This is an optimization exercise on Yosys and OpenROAD, whose aim is small area, not a production implementation.
Only simulation tests tie the RTL to the original design; equivalence was not proved.
Power and IR drop assume default switching activity.

### design/flow/design.v
package regfile_pkg;
  typedef enum logic {
    RF_CLEAR = 1'b0,
    RF_READY = 1'b1
  } rf_state_t;
  localparam int RF_DATA_W = 32;
  localparam int RF_ADDR_W = 5;
endpackage
module regfile_aoi3 (
  input  logic [2:0] sel_i,
  input  logic [2:0] val_i,
  output logic       y_n
);
  assign y_n = !(|(sel_i & val_i));
endmodule
module regfile_rd_bit (
  input  logic [30:0] sel_i,
  input  logic [30:0] val_i,
  output logic        data_o
);
  logic [10:0] t_n;
  for (genvar g = 0; g < 10; g++) begin : g_aoi
    regfile_aoi3 u_aoi (.sel_i(sel_i[3*g +: 3]), .val_i(val_i[3*g +: 3]), .y_n(t_n[g]));
  end
  assign t_n[10] = !(sel_i[30] && val_i[30]);
  assign data_o  = !(&t_n);
endmodule
module regfile_cell (
  input  logic clk,
  input  logic en,
  input  logic en_n,
  input  logic d,
  output logic q
);
  always_ff @(posedge clk) q <= (d && en) || (q && en_n);
endmodule
module regfile_row (
  input  logic        clk,
  input  logic        en,
  input  logic        en_n,
  input  logic [31:0] d,
  output logic [31:0] q
);
  for (genvar b = 0; b < 32; b++) begin : g_bit
    regfile_cell u_cell (.clk(clk), .en(en), .en_n(en_n), .d(d[b]), .q(q[b]));
  end
endmodule
module regfile_mp #(
  parameter int                DATA_W      = regfile_pkg::RF_DATA_W,
  parameter int                ADDR_W      = regfile_pkg::RF_ADDR_W,
  parameter int                NUM_RD      = 2,
  parameter logic [NUM_RD-1:0] RD_REG_MASK = 2'b10,
  parameter bit                ZERO_REG    = 1'b1
) (
  input  logic                     clk,
  input  logic                     rst,
  input  logic                     write_enable,
  input  logic [ADDR_W-1:0]        addr_w,
  input  logic [DATA_W-1:0]        data_w,
  input  logic [NUM_RD*ADDR_W-1:0] addr_r,
  output logic [NUM_RD*DATA_W-1:0] data_r,
  output logic                     init_busy
);
  logic       busy_q;
  logic [4:0] ptr_q;
  always_ff @(posedge clk) begin
    if (rst) begin
      busy_q <= 1'b1;
      ptr_q  <= '0;
    end else if (busy_q) begin
      ptr_q <= ptr_q + 1'b1;
      if (ptr_q == 5'd31) busy_q <= 1'b0;
    end
  end
  assign init_busy = busy_q;
  logic       wr, act;
  logic [4:0] row_a;
  assign wr    = !rst && !busy_q && write_enable;
  assign act   = !rst && (busy_q || write_enable);
  assign row_a = busy_q ? ptr_q : addr_w;
  logic [31:0] q [1:31];
  logic [30:0] sel0, sel1;
  for (genvar r = 1; r < 32; r++) begin : g_row
    logic hit;
    assign hit = (row_a == 5'(r));
    regfile_row u_row (
      .clk  (clk),
      .en   (wr && hit),
      .en_n (!(act && hit)),
      .d    (data_w),
      .q    (q[r])
    );
    assign sel0[r-1] = !busy_q && (addr_r[4:0] == 5'(r));
    assign sel1[r-1] = !busy_q && !rst && (addr_r[9:5] == 5'(r));
  end
  logic [31:0] rd0, rd1, rd1_q;
  for (genvar b = 0; b < 32; b++) begin : g_bit
    logic [30:0] col;
    for (genvar r = 1; r < 32; r++) begin : g_col
      assign col[r-1] = q[r][b];
    end
    regfile_rd_bit u_rd0 (.sel_i(sel0), .val_i(col), .data_o(rd0[b]));
    regfile_rd_bit u_rd1 (.sel_i(sel1), .val_i(col), .data_o(rd1[b]));
  end
  always_ff @(posedge clk) rd1_q <= rd1;
  assign data_r = {rd1_q, rd0};
endmodule
### design/flow/constraint.sdc
create_clock -name core_clock -period 7.0 [get_ports {clk}]
set_input_delay 1.4000 -clock core_clock [delete_from_list [all_inputs] [get_ports {clk}]]
set_output_delay 1.4000 -clock core_clock [all_outputs]
set_load 0.01 [all_outputs]
### design/flow/run.sh
#!/bin/bash
# synth_recipe.tcl (not shown) runs the flow's synth.tcl, then flattens the netlist and writes it again
# the make line also repeats each setting of config.mk as NAME=value (left out here)
make -C /OpenROAD-flow-scripts/flow DESIGN_CONFIG=/design/flow/config.mk WORK_HOME=/design/flow/orfs CLKGATE_MAP_FILE= SYNTH_SCRIPT=/design/flow/synth_recipe.tcl finish
### design/flow/config.mk
export PLATFORM = sky130hd
export DESIGN_NAME = regfile_mp
export DESIGN_NICKNAME = regfile_mp
export VERILOG_FILES = /design/flow/design.v
export SDC_FILE = /design/flow/constraint.sdc
export NUM_CORES = 4
export LEC_CHECK = 0
export CAP_MARGIN = 20
export CELL_PAD_IN_SITES_DETAIL_PLACEMENT = 1
export CELL_PAD_IN_SITES_GLOBAL_PLACEMENT = 1
export CORE_MARGIN = 2
export CORE_UTILIZATION = 30
export CTS_BUF_LIST = sky130_fd_sc_hd__clkbuf_4
export PLACE_DENSITY = 0.4
export SLEW_MARGIN = 20
export SYNTH_HIERARCHICAL = 1
==> results of run 1 <==
## per-module statistics from Yosys, one instance, submodules excluded, excerpt
module	flops+latches	copies in the design	cell area, um^2	cells inside
regfile_cell	1	992	28.8	2
regfile_mp	38	1	2140	272
regfile_rd_bit	0	64	27.5	4
regfile_aoi3	0	640	10.0	1
## metrics by stage
stage	hold WS (ns)	area [um^2]	setup WS, ns	std cells
floorplan	0.462	38900	1.36	3152
detailed placement	0.480	44600	0.582	5191
CTS	0.500	48200	0.576	5697
global route	0.516	48300	0.482	5707
finish	0.502	48300	0.463	5709
global placement	0.476	44600	0.574	5191
## final cells by class
class / count / area [um^2] / area share
flip-flops and latches: 1030 / 20600 / 0.427
repair buffers: 321 / 2980 / 0.0617
inverters: 1 / 3.75 / 0.0000777
well taps: 1742 / 2180 / 0.0451
diodes: 11 / 27.5 / 0.000570
clock buffers: 444 / 3330 / 0.0690
multi-input cells: 2098 / 18900 / 0.391
clock inverters: 62 / 265 / 0.00549
## cells by family (layout without fill, tap and decap cells)
kind of cell	after synthesis	count (layout)	synth area share
and+or+nand+nor	378	378	0.0521
adders and majority gates	2	2	0.000644
buffers and inverters	24	828	0.00328
muxes	2	2	0.000515
AOI/OAI and AO/OA	1714	1714	0.412
xor gates and xnor gates	2	2	0.000451
other	0	11	0
DFF	1030	1030	0.531
## power groups by stage
stage	clock network (mW)	logic (mW)	registers, mW
floorplan	0	0.118	6.14
global placement	0	0.340	6.16
CTS	5.85	0.354	6.03
detailed placement	0	0.354	6.16
finish	5.75	0.362	6.04
global route	6.16	0.377	6.04
## critical path, stage by stage
cell and delay (ns):
clkdlybuf4s50_1 0.70, nor2b_1 0.23, nand2_1 0.25, nor2_4 0.91
buf_4 0.44, a222oi_1 0.17, nand4_1 0.16, a2111o_1 0.24
clkdlybuf4s50_1 0.59
## flip-flops by register name, indices dropped and copies added (netlist names)
name                        flops
rd1_q                          32
busy_q                          1
ptr_q                           5
g_row.u_row.g_bit.u_cell.q    992
## cells in the final DEF (no fill, tap or decap), drive strengths merged, types with 35 or more instances in the layout
cell type      instances
dfxtp               1030
a22o                 993
a222oi               640
clkbuf               444
buf                  207
nand4                129
clkdlybuf4s50        114
nand2                 80
a2111o                64
nor2                  61
clkinv                55
nor3                  41
nand3                 35
## worst max-delay path by stage
| stage | startpoint | endpoint |
|---|---|---|
| after CTS | addr_r[0] | data_r[23] |
| after global routing | addr_r[4] | data_r[30] |
| final | addr_r[4] | data_r[30] |
| after floorplan | addr_r[1] | data_r[0] |
| after detailed placement | addr_r[0] | data_r[23] |
| after global placement | addr_r[0] | data_r[23] |
## per-layer routing
metal  wire (um)  track usage  part of all wire  up-vias
met5          20            0          0.000082        -
met4       11600        0.171             0.047        2
met3       27000       0.0970              0.11      745
met2      106000        0.537              0.43     3266
met1       99800        0.469              0.41    21400
li1            -            -                 -    16100
==> flow_summary.yaml, run 1 <==
yosys:
  avgSynthCellArea_um2: 12.3
  netlist_area_um2: 38900
  synth_nets: 3204
  ys_top_cells_by_count: "dfxtp_1 (1,030), a22o_1 (993), a222oi_1 (640)"
  ys_top_cells_by_area: "dfxtp_1 (53%), a22o_1 (22%), a222oi_1 (16%), nand4_1 (2.1%), a2111o_1 (1.9%)"
  yosysWarningCount: 9
  ys_ff_latch: 1030
  synth_top_area_cell: "dfxtp_1"
  ys_async_sr_fraction: 0
  synth-edff-count: 0
  postSynthCellCount: 3152
  synth_flop_cell: "dfxtp_1"
  ys_seq_area_frac: 0.531
  synth.most_common_cell: "dfxtp_1"
  yosysUniqueCellTypes: 43
  synth_top_area_share: 0.531
final_layout:
  utilization: 0.374
  drive_gt1_frac: 0.203
  area_growth_pct: 24.3
  fin_nets: 3823
  n_fill_cell: 13900
clock_network:
  cts_setup_buffers: 0
  clk_latency_ns: 1.30
  clockBufferDepth: 4
  h-tree-depth: 5
  holdBufCountCts: 0
  cts-resized-gates: 0
  cts_tree: "done"
  root_buffer: "clkbuf_4"
  clk_pin_slew_ns: 0.06
  cts.sinks: 1030
  cts_buffers: 319
route:
  dr.pass1.iters: 14
  drt_iter0_markers: 7590
  num_vias: 41600
  viasPerCell: 7.29
  ant_nets: 0
  totalWireLength_um: 244000
  drcViolationCount: 0
  wl_per_cell_um: 42.8
sta:
  final.setup_skew_ns: 0.0632
  relSlewSlack: 0.134
  final_hold_viol_count: 0
  period_needed_ns: 6.54
  tightest_slew_ns: 1.30
  final.period_utilization: 0.934
  rsz0062_at_grt: "no"
  fmax_mhz: 153
  setup_viol: 0
  fin_tns_setup_ns: 0
  slew_violations: 0
global_routing:
  grt_pass1_vias: 41700
  grt_first_pass_wirelength_um: 332000
  grt_max_degree: 34
  gr-total-overflow: 0
  track_usage: 0.356
  antenna_found_initial: 16
critical_path:
  crit_type: "input port to output pin"
  cp.required_ns: 5.60
  reg2reg_depth: 6
  reg2reg_setup_slack_ns: 3.09
  r2r_start: "busy_q"
  critical_path_arrival_ns: 5.14
  r2r-end: "g_row[20].u_row.g_bit[20].u_cell.q"
  critPathMaxFanout: 19
  end_kind: "output pin"
  critPathLaunchType: "input port"
power_and_ir_drop:
  p_sw_mw: 3.15
  power_mw: 12.1
  power_leakage_nw: 18.0
  pwr-share-seq: 0.497
  netSwitchingFraction: 0.260
  p_clk_frac: 0.473
  powerDensity_nw_per_um2: 252
  irDropWorstVdd_mv: 0.170
  p_int_mw: 8.99
  comb_power_share: 0.030
floorplan:
  die_height_um: 364
  die_area_um2: 132000
  core_um2: 129000
  start_util: 0.301
  num_rows: 132
  io_pins: 115
  die_w_um: 364
worst_hold_path:
  min_path_cells: 1
  min_from: "g_row[23].u_row.g_bit[25].u_cell.q"
  holdPathEnd: "g_row[23].u_row.g_bit[25].u_cell.q"
  hold_path.class: "flip-flop to flip-flop"
placement:
  place.gp.congestion: 0.838
  numPortBuffers: 114
  dp_hpwl_um: 140000
run_status:
  status: "finished clean"
run:
  cap_violations: 0
==> inputs of run 2 (changes only) <==
==> design/flow/flow/run.sh (new file) <==
#!/bin/bash
# Standard ORFS layout with two changes: the clock tree uses larger sink
# clusters and no dummy loads, and the port buffers are buf_1.
set -euo pipefail
export CTS_ARGS="-sink_clustering_enable -repair_clock_nets -dont_use_dummy_load -buf_list sky130_fd_sc_hd__clkbuf_16 -sink_clustering_size 20 -sink_clustering_max_diameter 100"
export BUFFER_PORTS_ARGS="-buffer_cell sky130_fd_sc_hd__buf_1"
bash standard.sh > standard_flow.log 2>&1
==> design/flow/standard.sh (new file) <==
#!/bin/bash
# synth_recipe.tcl (not shown) runs the flow's synth.tcl, then flattens the netlist and writes it again
# the make line also repeats each setting of config.mk as NAME=value (left out here)
make -C /OpenROAD-flow-scripts/flow DESIGN_CONFIG=/design/flow/config.mk WORK_HOME=/design/flow/orfs CLKGATE_MAP_FILE= SYNTH_SCRIPT=/design/flow/synth_recipe.tcl "${@:-finish}"
--- a/design/flow/config.mk
+++ b/design/flow/config.mk
@@ -12,3 +12,2 @@
 export CORE_UTILIZATION = 30
-export CTS_BUF_LIST = sky130_fd_sc_hd__clkbuf_4
 export PLACE_DENSITY = 0.4
removed: design/flow/run.sh
==> run 2 against run 1 <==
Net effect: setup slack better by 0.43 ns; die area unchanged; via count shrank 4.8%; global-route usage down 1.4 points; fmax up 7.0%; final area is 7.2% lower; area after synthesis unchanged; power shrank 19%; sequential share of layout area rose by 3.3 points; sequential cell count unchanged; non-clock buffer count down 52; hold slack better by 0.0057 ns; largest power group unchanged; highest routed layer unchanged.
==> flow_summary.yaml, run 2 <==
worst_hold_path:
  hold_path.class: "flip-flop to flip-flop"
  min_from: "g_row[14].u_row.g_bit[31].u_cell.q"
  min_path_cells: 1
  holdPathEnd: "g_row[14].u_row.g_bit[31].u_cell.q"
yosys:
  yosysUniqueCellTypes: 43
  ys_top_cells_by_count: "dfxtp_1 (1,030), a22o_1 (993), a222oi_1 (640)"
  ys_seq_area_frac: 0.531
  ys_ff_latch: 1030
  avgSynthCellArea_um2: 12.3
  synth-edff-count: 0
  synth_top_area_share: 0.531
  ys_top_cells_by_area: "dfxtp_1 (53%), a22o_1 (22%), a222oi_1 (16%), nand4_1 (2.1%), a2111o_1 (1.9%)"
  postSynthCellCount: 3152
  ys_async_sr_fraction: 0
  synth_top_area_cell: "dfxtp_1"
  synth_flop_cell: "dfxtp_1"
  synth.most_common_cell: "dfxtp_1"
  yosysWarningCount: 9
  netlist_area_um2: 38900
  synth_nets: 3204
critical_path:
  end_kind: "output pin"
  critPathMaxFanout: 24
  r2r_start: "busy_q"
  critical_path_arrival_ns: 4.71
  reg2reg_depth: 6
  reg2reg_setup_slack_ns: 3.29
  critPathLaunchType: "input port"
  cp-startpoint: "addr_r[1]"
  cp.required_ns: 5.60
  r2r-end: "g_row[25].u_row.g_bit[3].u_cell.q"
  crit_type: "input port to output pin"
final_layout:
  final_common_cell: "dfxtp_1"
  area_growth_pct: 15.3
  drive_gt1_frac: 0.109
  reg.largest.list: "g_row.u_row.g_bit.u_cell.q (992), rd1_q (32), ptr_q (5)"
  n_fill_cell: 13700
  final_cell_mix: "dfxtp_1 (1,030), a22o_1 (993), a222oi_1 (640)"
  fin_nets: 3509
  largest_reg_flops: 992
  regMostFlops: "g_row.u_row.g_bit.u_cell.q"
global_routing:
  gr-total-overflow: 0
  antenna_found_initial: 17
  grt_pass1_vias: 39300
  grt_first_pass_wirelength_um: 321000
  track_usage: 0.342
  grt_max_degree: 36
route:
  drcViolationCount: 0
  ant_nets: 0
  wl_per_cell_um: 45.5
  dr.pass1.iters: 12
  viasPerCell: 7.61
  drt_iter0_markers: 7628
  totalWireLength_um: 236000
  num_vias: 39600
floorplan:
  core_um2: 129000
  die_area_um2: 132000
  die_height_um: 364
  die_w_um: 364
  num_rows: 132
  start_util: 0.301
  io_pins: 115
power_and_ir_drop:
  irDropWorstVdd_mv: 0.190
  p_int_mw: 7.48
  p_clk_frac: 0.358
  power_mw: 9.90
  pwr-share-seq: 0.609
  powerDensity_nw_per_um2: 221
  comb_power_share: 0.033
  netSwitchingFraction: 0.244
  p_sw_mw: 2.42
  power_leakage_nw: 16.0
clock_network:
  h-tree-depth: 2
  cts-resized-gates: 0
  cts_buffers: 57
  clk_latency_ns: 0.72
  root_buffer: "clkbuf_16"
  cts_tree: "done"
  cts.sinks: 1030
  cts_setup_buffers: 0
  clk_pin_slew_ns: 0.09
  clockBufferDepth: 3
  holdBufCountCts: 0
sta:
  setup_viol: 0
  final_hold_viol_count: 0
  layout_setup_ws_ns: 0.892
  rsz0062_at_grt: "no"
  finalHoldWorstSlack_ns: 0.507
  final.period_utilization: 0.873
  slew_violations: 0
  fmax_mhz: 164
  period_needed_ns: 6.11
  final.setup_skew_ns: 0.0670
  tightest_slew_ns: 1.15
  relSlewSlack: 0.234
  fin_tns_setup_ns: 0
placement:
  place_ws_ns: 1.02
  place.gp.congestion: 0.859
  dp_hpwl_um: 136000
  numPortBuffers: 114
run:
  cap_violations: 0
run_status:
  status: "finished clean"
run 2: cell counts after synthesis:
Identical to the previous run, type by type.
run 2: power by group through the flow:
stage / clock (mW) / combinational, mW / sequential (mW)
after floorplan: 0 / 0.118 / 6.14
after global placement: 0 / 0.302 / 6.16
after detailed placement: 0 / 0.317 / 6.16
after CTS: 3.61 / 0.317 / 6.03
after global routing: 3.80 / 0.341 / 6.04
final: 3.54 / 0.324 / 6.03
run 2: layout make-up:
cell class | instances | area, um^2 | share of cell area
clock buffers | 57 | 1430 | 0.0318
multi-input cells | 2098 | 18900 | 0.422
inverters | 1 | 3.75 | 0.0000838
repair buffers | 269 | 1670 | 0.0373
well taps | 1742 | 2180 | 0.0486
diodes | 1 | 2.50 | 0.0000558
flip-flops and latches | 1030 | 20600 | 0.460
run 2: cells by family (layout without fill, tap and decap cells):
group           Yosys count  count (layout)  synth area share
buf+inv                  24             327           0.00328
flops                  1030            1030             0.531
simple gates            378             378            0.0521
xor+xnor                  2               2          0.000451
mux                       2               2          0.000515
other cells               0               1                 0
compound gates         1714            1714             0.412
fa+ha+maj                 2               2          0.000644
run 2: how the worst max path moves through the flow:
stage                 end  slack [ns]  cells after the start
6_report       data_r[26]        0.89                      9
5_1_grt         data_r[1]        0.77                      9
4_1_cts        data_r[26]        1.01                      9
3_5_place_dp   data_r[26]        1.02                      9
3_3_place_gp   data_r[26]        1.10                      9
2_1_floorplan   data_r[0]        1.36                      7
run 2: modules after synthesis (local to each module, per instance), excerpt:
| module | flip-flops and latches | cell area, um^2 | cells inside |
|---|---|---|---|
| regfile_aoi3 | 0 | 10.0 | 1 |
| regfile_mp | 38 | 2140 | 272 |
| regfile_rd_bit | 0 | 27.5 | 4 |
| regfile_cell | 1 | 28.8 | 2 |
run 2: worst max-delay path, stage by stage:
cell and delay, ns:
buf_1 0.44, nor2b_1 0.27, nand3_1 0.33, nor2_4 1.02, buf_4 0.35, a222oi_1 0.09
nand4_1 0.38, a2111o_1 0.22, buf_1 0.18
run 2: through the flow:
step | cells | instance area [um^2] | utilization
2_1_floorplan | 3152 | 38900 | -
5_1_grt | 5197 | 44800 | 0.347
6_report | 5198 | 44800 | 0.347
3_3_place_gp | 5137 | 43300 | 0.336
4_1_cts | 5195 | 44800 | 0.347
3_5_place_dp | 5138 | 43300 | 0.336
run 2: metal layers:
layer / share of wire / GRT usage / vias to the layer above
li1: - / - / 15300
met1: 0.41 / 0.457 / 20700
met2: 0.42 / 0.503 / 2911
met3: 0.12 / 0.104 / 659
met4: 0.050 / 0.158 / 18
met5: 0.00058 / 0 / -
==> inputs of run 3 (changes only) <==
--- a/design/flow/config.mk
+++ b/design/flow/config.mk
@@ -11,4 +11,4 @@
 export CORE_MARGIN = 2
-export CORE_UTILIZATION = 30
-export PLACE_DENSITY = 0.4
+export CORE_UTILIZATION = 35
+export PLACE_DENSITY = 0.45
 export SLEW_MARGIN = 20
==> run 3 against run 2 <==
Net effect: hold slack gained 0.00096 ns; first-iteration DRC count rose by 4.6%; register-to-register slack improved by 0.21 ns; via count decreased by 0.32%; sequential share of layout area increased by 0.32 points; non-clock buffer count fell by 5; sequential cell count did not move; clock skew down 0.00073 ns; clock power about the same; largest cell class unchanged; highest routed layer unchanged.
==> flow_summary.yaml, run 3 <==
final_layout:
  largest_reg_flops: 992
  regMostFlops: "g_row.u_row.g_bit.u_cell.q"
  final_cell_mix: "dfxtp_1 (1,030), a22o_1 (993), a222oi_1 (640)"
  fin_nets: 3505
  fin_area_um2: 44500
  area_growth_pct: 14.5
  n_fill_cell: 11600
  reg.largest.list: "g_row.u_row.g_bit.u_cell.q (992), rd1_q (32), ptr_q (5)"
  final_common_cell: "dfxtp_1"
  drive_gt1_frac: 0.108
worst_hold_path:
  hold_path.class: "flip-flop to flip-flop"
  min_from: "g_row[26].u_row.g_bit[14].u_cell.q"
  min_path_cells: 1
  holdPathEnd: "g_row[26].u_row.g_bit[14].u_cell.q"
global_routing:
  grt_pass1_vias: 38800
  grt_first_pass_wirelength_um: 302000
  antenna_found_initial: 17
  gr-total-overflow: 0
  grt_max_degree: 41
  track_usage: 0.371
critical_path:
  reg2reg_setup_slack_ns: 3.50
  critical_path_arrival_ns: 4.72
  cp_num_buf_inv: 3
  slowest_delay_ns: 0.65
  crit_chain: "buf_1, nor2b_1, nand2_1, nor3_2, buf_4, a222oi_1, nand4_1, a2111o_1, buf_1"
  crit_type: "input port to output pin"
  cp_common_cell: "buf_1"
  critPathMaxFanout: 32
  critPathLaunchType: "input port"
  slowest_stage: "buf_1"
  r2r-end: "rd1_q[28]"
  critical_path.top_delay_family: "buffers and inverters"
  reg2reg_depth: 8
  end_kind: "output pin"
  cp.required_ns: 5.60
  r2r_start: "busy_q"
yosys:
  synth_top_area_cell: "dfxtp_1"
  synth_nets: 3204
  ys_ff_latch: 1030
  netlist_area_um2: 38900
  yosysWarningCount: 9
  ys_seq_area_frac: 0.531
  avgSynthCellArea_um2: 12.3
  synth_top_area_share: 0.531
  ys_top_cells_by_count: "dfxtp_1 (1,030), a22o_1 (993), a222oi_1 (640)"
  yosysUniqueCellTypes: 43
  synth_flop_cell: "dfxtp_1"
  synth.most_common_cell: "dfxtp_1"
  synth-edff-count: 0
  postSynthCellCount: 3152
  ys_async_sr_fraction: 0
  ys_top_cells_by_area: "dfxtp_1 (53%), a22o_1 (22%), a222oi_1 (16%), nand4_1 (2.1%), a2111o_1 (1.9%)"
route:
  drcViolationCount: 0
  wl_per_cell_um: 44.4
  totalWireLength_um: 220000
  viasPerCell: 7.98
  num_vias: 39500
  drt_iter0_markers: 7981
  ant_nets: 0
  dr.pass1.iters: 11
sta:
  fmax_mhz: 163
  final.period_utilization: 0.875
  final_hold_viol_count: 0
  setup_viol: 0
  relSlewSlack: 0.201
  tightest_slew_ns: 1.19
  rsz0062_at_grt: "no"
  fin_tns_setup_ns: 0
  final.setup_skew_ns: 0.0663
  slew_violations: 0
  finalHoldWorstSlack_ns: 0.508
  period_needed_ns: 6.12
floorplan:
  die_w_um: 337
  die_height_um: 337
  core_um2: 110000
  io_pins: 115
  die_area_um2: 114000
  start_util: 0.352
  num_rows: 122
power_and_ir_drop:
  power_leakage_nw: 16.0
  powerDensity_nw_per_um2: 222
  irDropWorstVdd_mv: 0.190
clock_network:
  holdBufCountCts: 0
  clockBufferDepth: 3
  cts-resized-gates: 0
  cts.sinks: 1030
  cts_buffers: 58
  h-tree-depth: 2
  clk_pin_slew_ns: 0.09
  root_buffer: "clkbuf_16"
  cts_setup_buffers: 0
  cts_tree: "done"
  clk_latency_ns: 0.72
placement:
  numPortBuffers: 114
  place.gp.congestion: 0.885
  dp_hpwl_um: 125000
  placed_cell_area_um2: 43000
run:
  cap_violations: 0
run_status:
  status: "finished clean"
run 3: cell counts after synthesis:
No cell type changed its count.
run 3: worst max path at each step:
stage,startpoint,end,slack [ns],depth (start not counted)
after floorplan,addr_r[1],data_r[0],1.36,7
after global placement,addr_r[0],data_r[24],1.14,9
after detailed placement,addr_r[0],data_r[5],1.02,9
after CTS,addr_r[0],data_r[5],1.02,9
after global routing,addr_r[0],data_r[11],0.88,9
final,addr_r[0],data_r[5],0.88,9
run 3: routing by layer:
layer / share of wire / global-route usage / vias to the layer above / routed length [um]
met2: 0.42 / 0.540 / 3089 / 92200
met5: 0.00069 / 0 / - / 151
met1: 0.40 / 0.501 / 20500 / 88600
li1: - / - / 15300 / -
met4: 0.045 / 0.166 / 20 / 9930
met3: 0.13 / 0.117 / 587 / 28700
run 3: cells by family (layout without fill, tap and decap cells):
kind of cell	Yosys count	count (layout)	synth area share
flops	1030	1030	0.531
other cells	0	4	0
mux	2	2	0.000515
fa+ha+maj	2	2	0.000644
simple gates	378	378	0.0521
xor+xnor	2	2	0.000451
buf+inv	24	323	0.00328
compound gates	1714	1714	0.412
run 3: modules after synthesis, one instance, submodules excluded, a selection:
module	area (um^2)	cells inside	flip-flops and latches	times used
regfile_mp	2140	272	38	1
regfile_aoi3	10.0	1	0	640
regfile_rd_bit	27.5	4	0	64
regfile_cell	28.8	2	1	992
run 3: final cells by class:
cell class / instances / area [um^2] / share of cell area
clock buffer: 58 / 1450 / 0.0326
timing repair buffer: 264 / 1640 / 0.0368
sequential: 1030 / 20600 / 0.463
multi-input combinational: 2098 / 18900 / 0.425
antenna: 4 / 10.0 / 0.000225
tap: 1488 / 1860 / 0.0418
inverter: 1 / 3.75 / 0.0000844
run 3: power breakdown:
| part | internal, mW | switching (mW) | total, mW |
|---|---|---|---|
| Sequential | 5.95 | 0.0833 | 6.03 |
| Clock | 1.47 | 2.07 | 3.54 |
| Combinational | 0.0894 | 0.230 | 0.319 |
| Total | 7.50 | 2.38 | 9.89 |
run 3: metrics by stage:
| stage | setup slack, ns | utilization | cells | total power [mW] |
|---|---|---|---|---|
| global placement | 1.14 | 0.389 | 4879 | 6.45 |
| global route | 0.876 | 0.403 | 4940 | 10.2 |
| CTS | 1.02 | 0.403 | 4938 | 9.93 |
| detailed placement | 1.02 | 0.390 | 4880 | 6.47 |
| floorplan | 1.36 | - | 3152 | 6.25 |
| finish | 0.875 | 0.403 | 4943 | 9.89 |
==> inputs of run 4 (changes only) <==
==> design/flow/flow/run.sh (replaced) <==
#!/bin/bash
# Standard ORFS layout with two changes: the clock tree uses larger sink
# clusters and no dummy loads, and the port buffers are buf_1.
set -euo pipefail
export CTS_ARGS="-sink_clustering_enable -repair_clock_nets -dont_use_dummy_load -buf_list sky130_fd_sc_hd__clkbuf_8 -sink_clustering_size 14 -sink_clustering_max_diameter 70"
export BUFFER_PORTS_ARGS="-buffer_cell sky130_fd_sc_hd__buf_1"
bash standard.sh > standard_flow.log 2>&1
--- a/design/flow/config.mk
+++ b/design/flow/config.mk
@@ -11,4 +11,4 @@
 export CORE_MARGIN = 2
-export CORE_UTILIZATION = 35
-export PLACE_DENSITY = 0.45
+export CORE_UTILIZATION = 30
+export PLACE_DENSITY = 0.4
 export SLEW_MARGIN = 20
==> run 4 against run 3 <==
Net effect: final area is 0.52% higher; routed wire length is 8.0% higher; core utilization is 5.6 points lower; fmax is 0.37% lower; first-iteration DRC count is 3.6% lower; combinational power is 2% higher; clock skew is 0.0017 ns lower; area after synthesis stayed put; sequential cell count stayed put; power is 1.5% lower; global-route usage is 2.7 points lower; critical path type unchanged; highest routed layer unchanged.
==> flow_summary.yaml, run 4 <==
run_status:
  status: "finished clean"
sta:
  tightest_slew_ns: 1.16
  fin_tns_setup_ns: 0
  final.period_utilization: 0.878
  slew_violations: 0
  layout_setup_ws_ns: 0.853
  relSlewSlack: 0.223
  final_hold_viol_count: 0
  fmax_mhz: 163
  final.setup_skew_ns: 0.0646
  period_needed_ns: 6.15
  rsz0062_at_grt: "no"
  setup_viol: 0
clock_network:
  cts-resized-gates: 0
  h-tree-depth: 3
  cts.sinks: 1030
  clk_latency_ns: 0.82
  cts_buffers: 97
  cts_setup_buffers: 0
  clockBufferDepth: 3
  cts_tree: "done"
  clk_pin_slew_ns: 0.07
  root_buffer: "clkbuf_8"
  holdBufCountCts: 0
route:
  drcViolationCount: 0
  num_vias: 40000
  wl_per_cell_um: 45.2
  viasPerCell: 7.62
  ant_nets: 0
  drt_iter0_markers: 7692
  dr.pass1.iters: 12
  totalWireLength_um: 237000
yosys:
  synthXorXnorAreaFrac: 0.000451
  avgSynthCellArea_um2: 12.3
  synth_top_family_by_area: "compound AO/OA/AOI/OAI gates"
  netlist_area_um2: 38900
  ys_seq_area_frac: 0.531
  yosysWarningCount: 9
  postSynthCellCount: 3152
  synth_top_area_cell: "dfxtp_1"
  synth_top_area_share: 0.531
  synth-adder-area-share: 0.000644
  synth_compound_gate_area_share: 0.412
  ys_top_cells_by_count: "dfxtp_1 (1,030), a22o_1 (993), a222oi_1 (640)"
  ys_top_cells_by_area: "dfxtp_1 (53%), a22o_1 (22%), a222oi_1 (16%), nand4_1 (2.1%), a2111o_1 (1.9%)"
  synth_flop_cell: "dfxtp_1"
  synth-edff-count: 0
  ys_ff_latch: 1030
  yosysUniqueCellTypes: 43
  ys_async_sr_fraction: 0
  synth.area.mux_share: 0.000515
  synth.most_common_cell: "dfxtp_1"
  synth_nets: 3204
  yosys.area_share.simple: 0.0521
run:
  cap_violations: 0
final_layout:
  fin_nets: 3549
  final_common_cell: "dfxtp_1"
  drive_gt1_frac: 0.119
  largest_reg_flops: 992
  regMostFlops: "g_row.u_row.g_bit.u_cell.q"
  reg.largest.list: "g_row.u_row.g_bit.u_cell.q (992), rd1_q (32), ptr_q (5)"
  area_growth_pct: 15.1
  utilization: 0.347
  final_cell_mix: "dfxtp_1 (1,030), a22o_1 (993), a222oi_1 (640)"
floorplan:
  io_pins: 115
  start_util: 0.301
  num_rows: 132
  core_um2: 129000
  die_height_um: 364
  die_w_um: 364
  die_area_um2: 132000
global_routing:
  grt_pass1_vias: 39600
  track_usage: 0.344
  grt_first_pass_wirelength_um: 323000
  antenna_found_initial: 17
  grt_max_degree: 36
  gr-total-overflow: 0
power_and_ir_drop:
  comb_power_share: 0.033
  netSwitchingFraction: 0.253
  powerDensity_nw_per_um2: 218
  irDropWorstVdd_mv: 0.143
  p_int_mw: 7.27
  p_clk_frac: 0.347
  pwr-share-seq: 0.620
  power_leakage_nw: 16.0
  p_sw_mw: 2.47
placement:
  place_ws_ns: 1.02
  place.gp.congestion: 0.859
  numPortBuffers: 114
  dp_hpwl_um: 136000
critical_path:
  critPathLaunchType: "input port"
  r2r_start: "busy_q"
  cp.required_ns: 5.60
  cp-startpoint: "addr_r[1]"
  crit_type: "input port to output pin"
  critical_path_arrival_ns: 4.75
  end_kind: "output pin"
  critPathMaxFanout: 24
worst_hold_path:
  hold_path.class: "flip-flop to flip-flop"
  min_from: "g_row[2].u_row.g_bit[30].u_cell.q"
run 4: power groups by stage:
stage	logic, mW	clock network [mW]	registers (mW)
floorplan	0.118	0	6.14
global placement	0.302	0	6.16
detailed placement	0.317	0	6.16
CTS	0.317	3.46	6.03
global route	0.341	3.67	6.04
finish	0.325	3.38	6.03
run 4: cell families (layout without fill, tap and decap cells):
kind of cell	after synthesis	after routing
other	0	5
muxes	2	2
buffers and inverters	24	367
xor gates and xnor gates	2	2
adders and majority gates	2	2
DFF	1030	1030
AOI/OAI and AO/OA	1714	1714
and+or+nand+nor	378	378
run 4: area by class of cell:
class	instances	area [um^2]
Antenna cell	5	12.5
Clock buffer	97	1340
Fill cell	13800	84300
Inverter	1	3.75
Multi-Input combinational cell	2098	18900
Sequential cell	1030	20600
Tap cell	1742	2180
Timing Repair Buffer	269	1670
run 4: per-layer routing:
layer | up-vias | global-route usage | wire length (um)
met5 | - | 0 | 117
met4 | 16 | 0.167 | 12200
met3 | 709 | 0.107 | 30100
met2 | 3156 | 0.503 | 98800
met1 | 20700 | 0.457 | 96000
li1 | 15400 | - | -
run 4: path summary, 6_finish.rpt:
check,to,slack (ns),cells after the start
max,data_r[26],0.85,9
min,g_row[2].u_row.g_bit[30].u_cell.q,0.50,1
max reg2reg,rd1_q[9],3.29,8
min reg2reg,g_row[2].u_row.g_bit[30].u_cell.q,0.50,1
run 4: critical path, cell delays in order:
cell and delay (ns):
buf_1 0.45, nor2b_1 0.27, nand3_1 0.33, nor2_4 1.03, buf_4 0.36, a222oi_1 0.09, nand4_1 0.40, a2111o_1 0.22
buf_1 0.18
run 4: Yosys stat by module, one instance, submodules excluded, a selection:
module | cell area, um^2 | times used | flops+latches | cells inside
regfile_aoi3 | 10.0 | 640 | 0 | 1
regfile_cell | 28.8 | 992 | 1 | 2
regfile_mp | 2140 | 1 | 38 | 272
regfile_rd_bit | 27.5 | 64 | 0 | 4
run 4: through the flow:
stage / total power [mW] / hold WS [ns] / cells / cell area (um^2)
final: 9.73 / 0.503 / 5242 / 44700
after global routing: 10.1 / 0.518 / 5239 / 44700
after CTS: 9.80 / 0.503 / 5235 / 44700
after detailed placement: 6.48 / 0.477 / 5138 / 43300
after global placement: 6.46 / 0.475 / 5137 / 43300
after floorplan: 6.25 / 0.462 / 3152 / 38900
==> inputs of run 5 (changes only) <==
--- a/design/flow/config.mk
+++ b/design/flow/config.mk
@@ -12,3 +12,3 @@
 export CORE_UTILIZATION = 30
-export PLACE_DENSITY = 0.4
+export PLACE_DENSITY = 0.45
 export SLEW_MARGIN = 20
==> run 5 against run 4 <==
Net effect: global-route usage decreased by 0.95 points; clock power is essentially flat; still clean; sequential power is essentially flat; largest power group unchanged; core utilization is 0.12 points higher; clock skew is 0.017 ns higher; final area rose by 0.36%; highest routed layer unchanged; power is 0.36% higher; count of clock-buffer cells in the layout up 1; largest cell class unchanged; combinational power about the same; critical path depth unchanged.
==> flow_summary.yaml, run 5 <==
run_status:
  status: "finished clean"
critical_path:
  r2r-end: "g_row[20].u_row.g_bit[16].u_cell.q"
  end_kind: "output pin"
  crit_type: "input port to output pin"
  critPathLaunchType: "input port"
  r2r_start: "busy_q"
  cp.required_ns: 5.60
  critical_path_arrival_ns: 4.84
  reg2reg_depth: 6
  critPathMaxFanout: 23
  reg2reg_setup_slack_ns: 3.35
final_layout:
  final_common_cell: "dfxtp_1"
  fin_nets: 3562
  largest_reg_flops: 992
  final_cell_mix: "dfxtp_1 (1,030), a22o_1 (993), a222oi_1 (640)"
  fin_area_um2: 44900
  utilization: 0.348
  drive_gt1_frac: 0.122
  stdcell_count: 5255
  regMostFlops: "g_row.u_row.g_bit.u_cell.q"
  reg.largest.list: "g_row.u_row.g_bit.u_cell.q (992), rd1_q (32), ptr_q (5)"
  area_growth_pct: 15.5
global_routing:
  busiest_layer: "met2"
  grt_pass1_vias: 39500
  antenna_found_initial: 17
  grt_use_met1: 0.458
  grt_util_met2: 0.488
  use_met3: 0.0902
  track_usage: 0.335
  grt_max_degree: 36
  gr-total-overflow: 0
  grt_first_pass_wirelength_um: 316000
clock_network:
  clockBufferDepth: 3
  cts_tree: "done"
  cts-resized-gates: 0
  cts_buffers: 98
  cts.sinks: 1030
  clk_latency_ns: 0.84
  root_buffer: "clkbuf_8"
  clk_pin_slew_ns: 0.08
  h-tree-depth: 3
  cts_setup_buffers: 0
  holdBufCountCts: 0
placement:
  place.gp.congestion: 0.854
  placed_cells: 5151
  placed_cell_area_um2: 43500
  dp_hpwl_um: 134000
  place_ws_ns: 0.977
  numPortBuffers: 114
floorplan:
  core_um2: 129000
  die_area_um2: 132000
  die_w_um: 364
  die_height_um: 364
  io_pins: 115
  start_util: 0.301
  num_rows: 132
route:
  viasPerCell: 7.55
  wl_per_cell_um: 43.8
  drt_iter0_markers: 7976
  totalWireLength_um: 230000
  drcViolationCount: 0
  ant_nets: 0
  num_vias: 39700
  dr.pass1.iters: 13
yosys:
  synth_compound_gate_area_share: 0.412
  ys_async_sr_fraction: 0
  synth_top_area_share: 0.531
  synth-adder-area-share: 0.000644
  synth_top_area_cell: "dfxtp_1"
  yosysWarningCount: 9
  synth_top_family_by_area: "compound AO/OA/AOI/OAI gates"
  ys_top_cells_by_count: "dfxtp_1 (1,030), a22o_1 (993), a222oi_1 (640)"
  avgSynthCellArea_um2: 12.3
  synth.most_common_cell: "dfxtp_1"
  ys_seq_area_frac: 0.531
  yosys.area_share.simple: 0.0521
  synthXorXnorAreaFrac: 0.000451
  yosysUniqueCellTypes: 43
  synth-edff-count: 0
  synth.area.mux_share: 0.000515
  ys_ff_latch: 1030
  synth_flop_cell: "dfxtp_1"
  ys_top_cells_by_area: "dfxtp_1 (53%), a22o_1 (22%), a222oi_1 (16%), nand4_1 (2.1%), a2111o_1 (1.9%)"
  postSynthCellCount: 3152
  synth_nets: 3204
  netlist_area_um2: 38900
sta:
  tightest_slew_ns: 1.28
  final.period_utilization: 0.891
  relSlewSlack: 0.146
  fmax_mhz: 160
  slew_violations: 0
  final_hold_viol_count: 0
  rsz0062_at_grt: "no"
  final.setup_skew_ns: 0.0819
  period_needed_ns: 6.24
  layout_setup_ws_ns: 0.763
  finalHoldWorstSlack_ns: 0.507
  fin_tns_setup_ns: 0
  setup_viol: 0
worst_hold_path:
  min_from: "g_row[20].u_row.g_bit[25].u_cell.q"
  holdPathEnd: "g_row[20].u_row.g_bit[25].u_cell.q"
  min_path_cells: 1
  hold_path.class: "flip-flop to flip-flop"
power_and_ir_drop:
  irDropWorstVdd_mv: 0.125
  powerDensity_nw_per_um2: 218
  power_leakage_nw: 16.1
  power_mw: 9.77
run:
  cap_violations: 0
run 5: cell counts after synthesis:
No cell type changed its count.
run 5: logic make-up (layout without fill, tap and decap cells):
group / after synthesis / after routing
AOI/OAI and AO/OA: 1714 / 1714
DFF: 1030 / 1030
and+or+nand+nor: 378 / 378
buffers and inverters: 24 / 380
adders and majority gates: 2 / 2
xor gates and xnor gates: 2 / 2
muxes: 2 / 2
other: 0 / 5
run 5: power breakdown:
part	internal (mW)	switching (mW)	leakage (nW)
registers	5.95	0.0821	8.32
logic	0.0907	0.236	7.09
clock network	1.24	2.17	0.705
run 5: how the worst max path moves through the flow:
stage	startpoint	slack, ns	endpoint	cells after the start
2_1_floorplan	addr_r[1]	1.36	data_r[0]	7
3_3_place_gp	addr_r[0]	0.95	data_r[20]	10
3_5_place_dp	addr_r[0]	0.98	data_r[25]	10
4_1_cts	addr_r[0]	0.96	data_r[25]	10
5_1_grt	addr_r[1]	0.75	data_r[14]	8
6_report	addr_r[1]	0.76	data_r[27]	9
run 5: per-layer routing:
layer | share of wire | routed length (um)
met3 | 0.12 | 27400
met5 | 0.00021 | 48
met2 | 0.42 | 96100
met4 | 0.047 | 10900
met1 | 0.42 | 95900
run 5: per-module statistics from Yosys (local to each module, per instance), a selection:
module          cells inside  times used  cell area (um^2)
regfile_mp               272           1              2140
regfile_rd_bit             4          64              27.5
regfile_aoi3               1         640              10.0
regfile_cell               2         992              28.8
run 5: critical path, stage by stage:
cell	delay [ns]
buf_1	0.59
nor2b_1	0.27
nand3_1	0.33
nor2_4	1.11
buf_4	0.32
a222oi_1	0.08
nand4_1	0.40
a2111o_1	0.16
buf_1	0.16
run 5: layout make-up:
cell class / count / area (um^2)
Antenna cell: 5 / 12.5
Clock buffer: 98 / 1350
Fill cell: 13800 / 84100
Inverter: 1 / 3.75
Multi-Input combinational cell: 2098 / 18900
Sequential cell: 1030 / 20600
Tap cell: 1742 / 2180
Timing Repair Buffer: 281 / 1800
==> inputs of run 6 (changes only) <==
--- a/design/flow/config.mk
+++ b/design/flow/config.mk
@@ -12,3 +12,3 @@
 export CORE_UTILIZATION = 30
-export PLACE_DENSITY = 0.45
+export PLACE_DENSITY = 0.5
 export SLEW_MARGIN = 20
==> run 6 against run 5 <==
Net effect: power fell by 1.4%; combinational power is 2% lower; clock power down 4%; critical path type unchanged.
==> flow_summary.yaml, run 6 <==
run_status:
  status: "finished clean"
final_layout:
  multi_input_area_um2: 18900
  n_fill_cell: 13700
  regMostFlops: "g_row.u_row.g_bit.u_cell.q"
  reg.largest.list: "g_row.u_row.g_bit.u_cell.q (992), rd1_q (32), ptr_q (5)"
  seq_area_um2: 20600
  area_growth_pct: 15.0
  largest_reg_flops: 992
  fin_nets: 3543
  final_common_cell: "dfxtp_1"
  final_cell_mix: "dfxtp_1 (1,030), a22o_1 (993), a222oi_1 (640)"
  drive_gt1_frac: 0.115
sta:
  final.period_utilization: 0.848
  final.setup_skew_ns: 0.102
  tightest_slew_ns: 1.32
  fmax_mhz: 169
  fin_tns_setup_ns: 0
  setup_viol: 0
  period_needed_ns: 5.93
  finalHoldWorstSlack_ns: 0.504
  rsz0062_at_grt: "no"
  relSlewSlack: 0.121
  final_hold_viol_count: 0
  slew_violations: 0
power_and_ir_drop:
  power_leakage_nw: 16.0
  irDropWorstVdd_mv: 0.114
  powerDensity_nw_per_um2: 215
critical_path:
  end_kind: "output pin"
  cp.required_ns: 5.60
  crit_type: "input port to output pin"
  critPathMaxFanout: 22
  critical_path_arrival_ns: 4.53
  critPathLaunchType: "input port"
floorplan:
  num_rows: 132
  io_pins: 115
  core_um2: 129000
  die_w_um: 364
  start_util: 0.301
  die_height_um: 364
  die_area_um2: 132000
route:
  dr.pass1.iters: 9
  totalWireLength_um: 221000
  ant_nets: 0
  drcViolationCount: 0
  wl_per_cell_um: 42.3
  num_vias: 39500
  drt_iter0_markers: 8322
  viasPerCell: 7.54
clock_network:
  clk_pin_slew_ns: 0.07
  cts_tree: "done"
  clk_latency_ns: 0.85
  h-tree-depth: 3
  cts_setup_buffers: 0
  cts.sinks: 1030
  root_buffer: "clkbuf_8"
  clockBufferDepth: 3
  cts-resized-gates: 0
  holdBufCountCts: 0
  cts_buffers: 92
run:
  cap_violations: 0
global_routing:
  grt_max_degree: 36
  grt_first_pass_wirelength_um: 307000
  track_usage: 0.321
  antenna_found_initial: 14
  gr-total-overflow: 0
  grt_pass1_vias: 39700
yosys:
  yosysUniqueCellTypes: 43
  synth.most_common_cell: "dfxtp_1"
  netlist_area_um2: 38900
  synth-edff-count: 0
  ys_ff_latch: 1030
  yosysWarningCount: 9
  ys_top_cells_by_area: "dfxtp_1 (53%), a22o_1 (22%), a222oi_1 (16%), nand4_1 (2.1%), a2111o_1 (1.9%)"
  postSynthCellCount: 3152
  ys_async_sr_fraction: 0
  synth_nets: 3204
  synth_flop_cell: "dfxtp_1"
  synth_top_area_share: 0.531
  synth_top_area_cell: "dfxtp_1"
  ys_seq_area_frac: 0.531
  ys_top_cells_by_count: "dfxtp_1 (1,030), a22o_1 (993), a222oi_1 (640)"
  avgSynthCellArea_um2: 12.3
worst_hold_path:
  hold_path.class: "flip-flop to flip-flop"
placement:
  numPortBuffers: 114
  place.gp.congestion: 0.920
  dp_hpwl_um: 125000
-- run 6: cell families after synthesis --
family	Yosys count	synth area share
XOR/XNOR	2	0.000451
flip-flops	1030	0.531
AND/OR/NAND/NOR	378	0.0521
multiplexers	2	0.000515
AO/OA/AOI/OAI	1714	0.412
buffers and inverters	24	0.00328
adder cells (fa/ha/maj)	2	0.000644
-- run 6: per-stage QoR --
stage	std cells	util	worst slack (ns)	cell area [um^2]	power (mW)
2_1_floorplan	3152	-	1.36	38900	6.25
5_1_grt	5234	0.346	0.867	44700	9.92
6_report	5237	0.346	1.07	44700	9.63
3_3_place_gp	5139	0.336	1.24	43400	6.45
3_5_place_dp	5139	0.336	1.19	43400	6.48
4_1_cts	5231	0.346	1.18	44700	9.68
-- run 6: path summary, 6_finish.rpt --
kind / endpoint / from / depth (start not counted) / slack [ns]
hold reg to reg: g_row[2].u_row.g_bit[31].u_cell.q / g_row[2].u_row.g_bit[31].u_cell.q / 1 / 0.50
setup reg to reg: rd1_q[24] / busy_q / 8 / 3.39
setup / recovery: data_r[9] / addr_r[0] / 8 / 1.07
hold / removal: g_row[2].u_row.g_bit[31].u_cell.q / g_row[2].u_row.g_bit[31].u_cell.q / 1 / 0.50
-- run 6: layout make-up --
class / count / share of cell area
antenna: 6 / 0.000336
tap: 1742 / 0.0488
multi-input combinational: 2098 / 0.423
timing repair buffer: 268 / 0.0384
inverter: 1 / 0.0000840
sequential: 1030 / 0.461
clock buffer: 92 / 0.0283
-- run 6: power breakdown --
group	total [mW]	switching [mW]	internal, mW
clock	3.27	2.10	1.17
combinational	0.322	0.231	0.0909
sequential	6.03	0.0830	5.95
-- run 6: Yosys stat by module, one instance, submodules excluded, excerpt --
| module | flops+latches | cell area (um^2) | cells inside |
|---|---|---|---|
| regfile_mp | 38 | 2140 | 272 |
| regfile_cell | 1 | 28.8 | 2 |
| regfile_rd_bit | 0 | 27.5 | 4 |
| regfile_aoi3 | 0 | 10.0 | 1 |
-- run 6: worst max-delay path, cell delays in order --
cell and delay (ns):
buf_1 0.48, nand3_1 0.47, nor2_4 1.13, buf_4 0.36, a222oi_1 0.11, nand4_1 0.17, a2111o_1 0.19, buf_1 0.18
-- run 6: routing by layer --
layer | up-vias | part of all wire | GRT usage
met5 | - | 0.00051 | 0.00290
met4 | 10 | 0.054 | 0.168
met3 | 693 | 0.12 | 0.0890
met2 | 3081 | 0.44 | 0.493
met1 | 20400 | 0.39 | 0.410
li1 | 15300 | - | -

==> what the ideal ports hide <==
No port has a modelled driver above. Below, the same layouts with a new extraction and two added sets of constraints. Step 1 sets driving cells, clkbuf_16 on the clock port and buf_2 on the other inputs (assumed; they add their load-dependent delay and slew). Step 2 adds t to the input delays and takes it off the output delays; t is the mean of the earliest and latest rising clock arrival at the registers after step 1. Input paths then give back, and output paths get back, about the clock's delay inside the block. Slacks: ideal ports / drivers / drivers and shift; pairs: ideal ports / drivers.
| run | t (ns) | setup WS [ns] | worst setup path after step 2 | worst data-port slew with drivers (ns) | cell pins on the clock port's net |
|---|---|---|---|---|---|
| run 1 | 1.346 | 0.463 / 0.440 / 0.440 | input to output | 0.09 | 1 |
| run 2 | 0.770 | 0.892 / 0.804 / 0.804 | input to output | 0.17 | 1 |
| run 3 | 0.764 | 0.875 / 0.846 / 0.846 | input to output | 0.16 | 1 |
| run 4 | 0.879 | 0.853 / 0.769 / 0.769 | input to output | 0.16 | 1 |
| run 5 | 0.875 | 0.763 / 0.736 / 0.736 | input to output | 0.16 | 1 |
| run 6 | 0.864 | 1.066 / 1.007 / 1.007 | input to output | 0.10 | 1 |
After both steps setup and hold are still met in every run listed. For run 2, which loses most, drivers alone change the setup slack by -0.088 ns; drivers and shift together by -0.088 ns.
